What follows belongs to an exercise in optimizing a design on an open flow for small area, a short achievable clock period and few clock cycles per item; a production flow would make more cautious choices.
No run shown here included a check of the RTL's function; only the layout flow was run.

==> flow/design.v, too long to show whole: its modules and the start of the top module <==
// module cmplx_mult_stream: 3054 lines
module cmplx_mult_stream #(
  parameter int W     = 16,
  parameter int FRAC  = 15,
  parameter int FRAME = 16,
  parameter int ROUND = 1
) (
  input  logic                    clk,
  input  logic                    rst_n,
  input  logic                    clear,
  output logic                    ovf,
  input  logic                    in_valid,
  output logic                    in_ready,
  input  logic signed [W-1:0]     a_re,
  input  logic signed [W-1:0]     a_im,
  input  logic signed [W-1:0]     b_re,
  input  logic signed [W-1:0]     b_im,
  input  logic                    conj_b,
  output logic                    out_valid,
  input  logic                    out_ready,
  output logic signed [W-1:0]     p_re,
  output logic signed [W-1:0]     p_im,
  output logic [$clog2(FRAME)-1:0] p_idx,
  output logic                    p_last
);
  // ...
==> flow/run.sh <==
#!/bin/bash
# synth_recipe.tcl (not shown) runs the flow's synth.tcl, then flattens the netlist and writes it again
# the make line also repeats each setting of config.mk as NAME=value (left out here)
make -C /OpenROAD-flow-scripts/flow DESIGN_CONFIG=/design/flow/config.mk WORK_HOME=/design/flow/orfs CLKGATE_MAP_FILE= SYNTH_SCRIPT=/design/flow/synth_recipe.tcl finish
==> flow/config.mk <==
export PLATFORM = sky130hd
export DESIGN_NAME = cmplx_mult_stream
export DESIGN_NICKNAME = cmplx_mult_stream
export VERILOG_FILES = /design/flow/design.v
export SDC_FILE = /design/flow/constraint.sdc
export NUM_CORES = 4
export LEC_CHECK = 0
export CAP_MARGIN = 20
export CORE_MARGIN = 2
export CORE_UTILIZATION = 40
export SLEW_MARGIN = 20
==> flow/constraint.sdc <==
create_clock -name core_clock -period 8.5 [get_ports {clk}]
set_input_delay 1.7000 -clock core_clock [delete_from_list [all_inputs] [get_ports {clk}]]
set_output_delay 1.7000 -clock core_clock [all_outputs]
set_load 0.01 [all_outputs]
==> summary.md, run 1 <==
| Metric | Value |
|---|---|
| Fillers | `between 7,000 and 8,000` |
| Flop2flop setup slack | `between 3000 and 4000 ps` |
| Core area | `between 0.08 and 0.09 mm2` |
| Clk_buf instances | `43` |
| Sequential share of the synthesized area | `0.2731` |
| Clock latency on the worst-skew pair | `roughly 600 ps` |
| First-pass GRT wire length | `around 150 mm` |
| GR peak layer | `met2` |
| Clock network area share | `0.03191` |
| WL final | `around 100 mm` |
| Distinct cells, synth | `72` |
| Post-route cell area | `0.03693 mm2` |
| Min-delay src | `idx_r[0][2]$_DFFE_PP_` |
| Worst slack, placed | `3412 ps` |
| Syn Nets | `roughly 3,700` |
| Synth Cell Area | `0.03368 mm2` |
| Clock tree from TritonCTS | `yes` |
| GRT overflow | `0` |
| Synth Area in XOR/XNOR | `0.1542` |
| All-Layer GR Usage | `0.2308` |
| Clock slew at reported path FFs | `60 ps` |
| Layout cells sized above 1 | `0.06748` |
| Worst path top cell family by delay | `adder cells` |
| Synth warn | `2` |
| Biggest Area Class | `multi-input gates` |
| Vias in the first global route | `between 20,000 and 25,000` |
| FF-to-FF Start | `br_neg[4]$_DFFE_PP_` |
| Status | `timing/DRC/antenna clean` |
==> inputs of run 2 (changes only) <==
--- a/flow/config.mk
+++ b/flow/config.mk
@@ -10,2 +10,3 @@
 export CORE_UTILIZATION = 40
+export SETUP_SLACK_MARGIN = 5
 export SLEW_MARGIN = 20
==> summary.md, run 2 <==
| Metric | Value |
|---|---|
| CP Max Fanout | `6 (was 24)` |
| Worst slack, placed | `3408 ps (was 3412 ps)` |
| EDFF count, synth | `298 (unchanged)` |
| Worst-case clock buffer depth | `3 (unchanged)` |
| Clock sink count | `308 (unchanged)` |
| Post-Synthesis Cells | `3,057 (unchanged)` |
| WL final | `131.8 mm (was 98.35 mm)` |
| Clock latency on the worst-skew pair | `600 ps (about the same)` |
| Top cell type's share of synthesized area | `0.2657 (unchanged)` |
| Synth top cells by count | `a22oi_1 (482), fa_1 (432), xor2_1 (352) (unchanged)` |
| CP Capture Type | `flop (unchanged)` |
| Residual DRC count | `0 (unchanged)` |
| Clock slew at reported path FFs | `60 ps (about the same)` |
| PnR worst setup slack | `4098 ps (was 3396 ps)` |
| Startpoint types | `flop (unchanged)` |
| Most frequent cells in the layout | `xor2_1 (334), a22oi_1 (324), fa_1 (320) (was a22oi_1 (482), fa_1 (432), xor2_1 (352))` |
| Layout cells sized above 1 | `0.2653 (was 0.06748)` |
| Clk root buf | `clkbuf_16 (unchanged)` |
| Post-DR vias/cell | `6.264 (was 5.694)` |
| Sequential share of the synthesized area | `0.2731 (unchanged)` |
| Initial Util | `0.4031 (unchanged)` |
| Critical path class | `flop to flop (unchanged)` |
| TritonCTS buffer count | `39 (was 37)` |
| Synth-to-Final Area Change | `26.68% (was 9.643%)` |
| Post-route minimum period | `4402 ps (was 5104 ps)` |
| Synth area leaders | `edfxtp_1 (27%), fa_1 (26%), a22oi_1 (11%) (unchanged)` |
| Final hold vios | `0 (unchanged)` |
| Fillers | `7,202 (was 7,718)` |
| Routed Antenna Nets | `0 (unchanged)` |
| Count of buffer and inverter cells on the critical path | `3 (was 2)` |
| DIE AREA | `0.08654 mm2 (unchanged)` |
| Setup TNS | `0 ps (unchanged)` |
| H-tree levels | `2 (unchanged)` |
| Cell mode on critical path | `fa_2 (was fa_1)` |
| Final hold slack | `419.2 ps (was 423.7 ps)` |
| Cell Chain, Critical Path | `buf_12 > a22oi_2 > xnor2_2 > fa_1 > inv_2 > fa_2 > fa_2 > fa_2 > fa_1 > inv_2 > fa_2 (was inv_2 > xnor2_1 > fa_1 > fa_1 > fa_1 > fa_1 > fa_1 > inv_1 > fa_1)` |
| Leading area contributor after synthesis | `edfxtp_1 (unchanged)` |
| CP Data Required Time | `8830 ps (about the same)` |
| CTS Hold Bufs | `0 (unchanged)` |
| Synth Flop Type | `edfxtp_1 (unchanged)` |
| Fmax | `0.2272 GHz (was 0.1959 GHz)` |
| Slowest cell on crit path | `fa_2 (was edfxtp_1)` |
| First-pass GRT wire length | `187.2 mm (was 153.1 mm)` |
| Via count | `27,460 (was 23,450)` |
| Slowest Stage Delay on Critical Path | `590 ps (was 880 ps)` |
| Synthesized area per cell | `11.02 um2 (unchanged)` |
| Core area | `0.08356 mm2 (unchanged)` |
| Yosys reg bits | `308 (unchanged)` |
| All-Layer GR Usage | `0.2937 (was 0.2308)` |
| Max Transition Viols Final | `0 (unchanged)` |
| Skew final | `31.14 ps (was 39.18 ps)` |
| Final HPWL DP | `72.25 mm (was 66.18 mm)` |
| Syn Nets | `3,676 (unchanged)` |
| # port buffers | `109 (unchanged)` |
| Synth warn | `2 (unchanged)` |
| Placer Congestion | `0.9044 (was 0.8558)` |
| Final-stage net count | `3,890 (was 3,630)` |
| Vias in the first global route | `28,650 (was 24,720)` |
| Maximum capacitance violations | `0 (unchanged)` |
| Slew HR | `0.3775 (was 0.2759)` |
| Die X | `294.2 um (unchanged)` |
| RSZ-0062 raised after global routing | `yes (was no)` |
| Largest net degree at the start of global routing | `74 (was 80)` |
| Worst path top cell family by delay | `adder cells (unchanged)` |
| Clock tree from TritonCTS | `yes (unchanged)` |
| Status | `timing/DRC/antenna clean (unchanged)` |
| First-iteration detailed-routing DRC count | `3,620 (was 2,124)` |
| Drt pass-1 iters | `6 (unchanged)` |
| Synth Cell Area | `0.03368 mm2 (unchanged)` |
| Measured slew at the worst slew-check pin | `933.7 ps (was 1086 ps)` |
| Ys async rst share | `0.03247 (unchanged)` |
| Die H | `294.2 um (unchanged)` |
| Initial antenna violation count | `4 (was 0)` |
| I/O Pins | `110 (unchanged)` |
| Final Util | `0.5107 (was 0.4420)` |
| Wire per inst | `30.07 um (was 23.88 um)` |
| Hold Path Class | `flop to flop (unchanged)` |
| Most common cell after layout, fill and taps aside | `xor2_1 (was a22oi_1)` |
| CP arrival | `4730 ps (was 5440 ps)` |
| Distinct cells, synth | `72 (unchanged)` |
| GRT overflow | `0 (unchanged)` |
| # rows | `106 (unchanged)` |
| Top-count cell post-synth | `a22oi_1 (unchanged)` |
| Final Cycle Share | `0.5179 (was 0.6005)` |
| Setup violators final | `0 (unchanged)` |
[run 2: changes by cell type in the layout (fill, tap and decap cells not counted), moves of 20 or more]
cell and delta:
a22oi_2 +158, fa_1 -112, inv_1 -49, buf_12 +58
a22oi_1 -158, fa_2 +112, buf_16 +20, buf_4 +95
inv_2 +48, buf_6 +43
[run 2: through the flow]
step           std cells  instance area [um2]
6_report            4383                42670
2_1_floorplan       3057                34890
4_1_cts             4306                41150
5_1_grt             4382                42670
3_5_place_dp        4050                36150
3_3_place_gp        4050                36150
[run 2: final cells by class]
class | count | area (um2) | share of cell area
antenna | 1 | 2.502 | 0.00005865
inverter | 339 | 1277 | 0.02994
sequential | 308 | 9204 | 0.2157
clock buffer | 43 | 991.0 | 0.02322
clock inverter | 29 | 305.3 | 0.007155
tap | 1080 | 1351 | 0.03167
multi-input combinational | 2127 | 23940 | 0.5611
timing repair buffer | 456 | 5595 | 0.1311
[run 2: worst reg2reg max path, stage by stage (launching register included)]
cell	delay, ps
edfxtp_1	450
buf_12	190
a22oi_2	210
xnor2_2	120
fa_1	570
inv_2	50
fa_2	590
fa_2	460
fa_2	550
fa_1	420
inv_2	80
fa_2	430
[run 2: per-layer routing]
layer	vias to the layer above	part of all wire	routed length (um)	GRT usage
li1	10880	-	-	-
met1	13650	0.36	46990	0.3655
met2	2244	0.42	55180	0.4372
met3	682	0.14	18750	0.1000
met4	2	0.082	10860	0.1850
met5	-	0.000083	11	0
[run 2: logic make-up after synthesis]
logic type	Yosys count	synth area share
AOI/OAI and AO/OA	720	0.1532
buffers and inverters	625	0.07028
xor gates and xnor gates	593	0.1542
adders and majority gates	550	0.3005
DFF	308	0.2731
and+or+nand+nor	208	0.03065
muxes	53	0.01809
[run 2: path summary, 6_finish.rpt]
check	start	slack [ps]	endpoint	depth (start not counted)
hold / removal	idx_r[0][0]$_DFFE_PP_	420	idx_r[1][0]$_DFFE_PP_	0
setup / recovery	ar[13]$_DFFE_PP_	4100	r6_1667$_DFFE_PP_	11
min in group asynchronous	rst_n	1460	idx_cnt[2]$_DFF_PN0_	1
max in group asynchronous	rst_n	6680	in_ready_r$_DFF_PN1_	1
hold reg to reg	idx_r[0][0]$_DFFE_PP_	420	idx_r[1][0]$_DFFE_PP_	0
setup reg to reg	ar[13]$_DFFE_PP_	4100	r6_1667$_DFFE_PP_	11
[run 2: repair_timing]
item / in CTS / in global routing
setup buffers: 151 / 63
setup endpoints to repair: 210 / 197
cloned: 33 / 13
resized for setup: 366 / 197
pin swaps: 153 / 108

what the ideal ports hide:
The flow's constraints put no driver on any port. The routed layouts listed below were extracted and timed again, unchanged, in two steps.
Step 1 sets driving cells, clkbuf_16 on the clock port and buf_2 on the other inputs (assumed; they add their load-dependent delay and slew).
Step 2 adds t to the input delays and takes it off the output delays; t is the mean of the earliest and latest rising clock arrival at the registers after step 1. Input paths then give back, and output paths get back, about the clock's delay inside the block.
Slacks: ideal ports / drivers / drivers and shift; pairs: ideal ports / drivers.
| run | t (ns) | setup slack, ns | worst setup path after step 2 |
|---|---|---|---|
| run 1 | 0.645 | 3.396 / 3.396 / 3.396 | register to register |
| run 2 | 0.657 | 4.098 / 4.098 / 4.098 | register to register |
After both steps setup and hold are still met in every run listed.
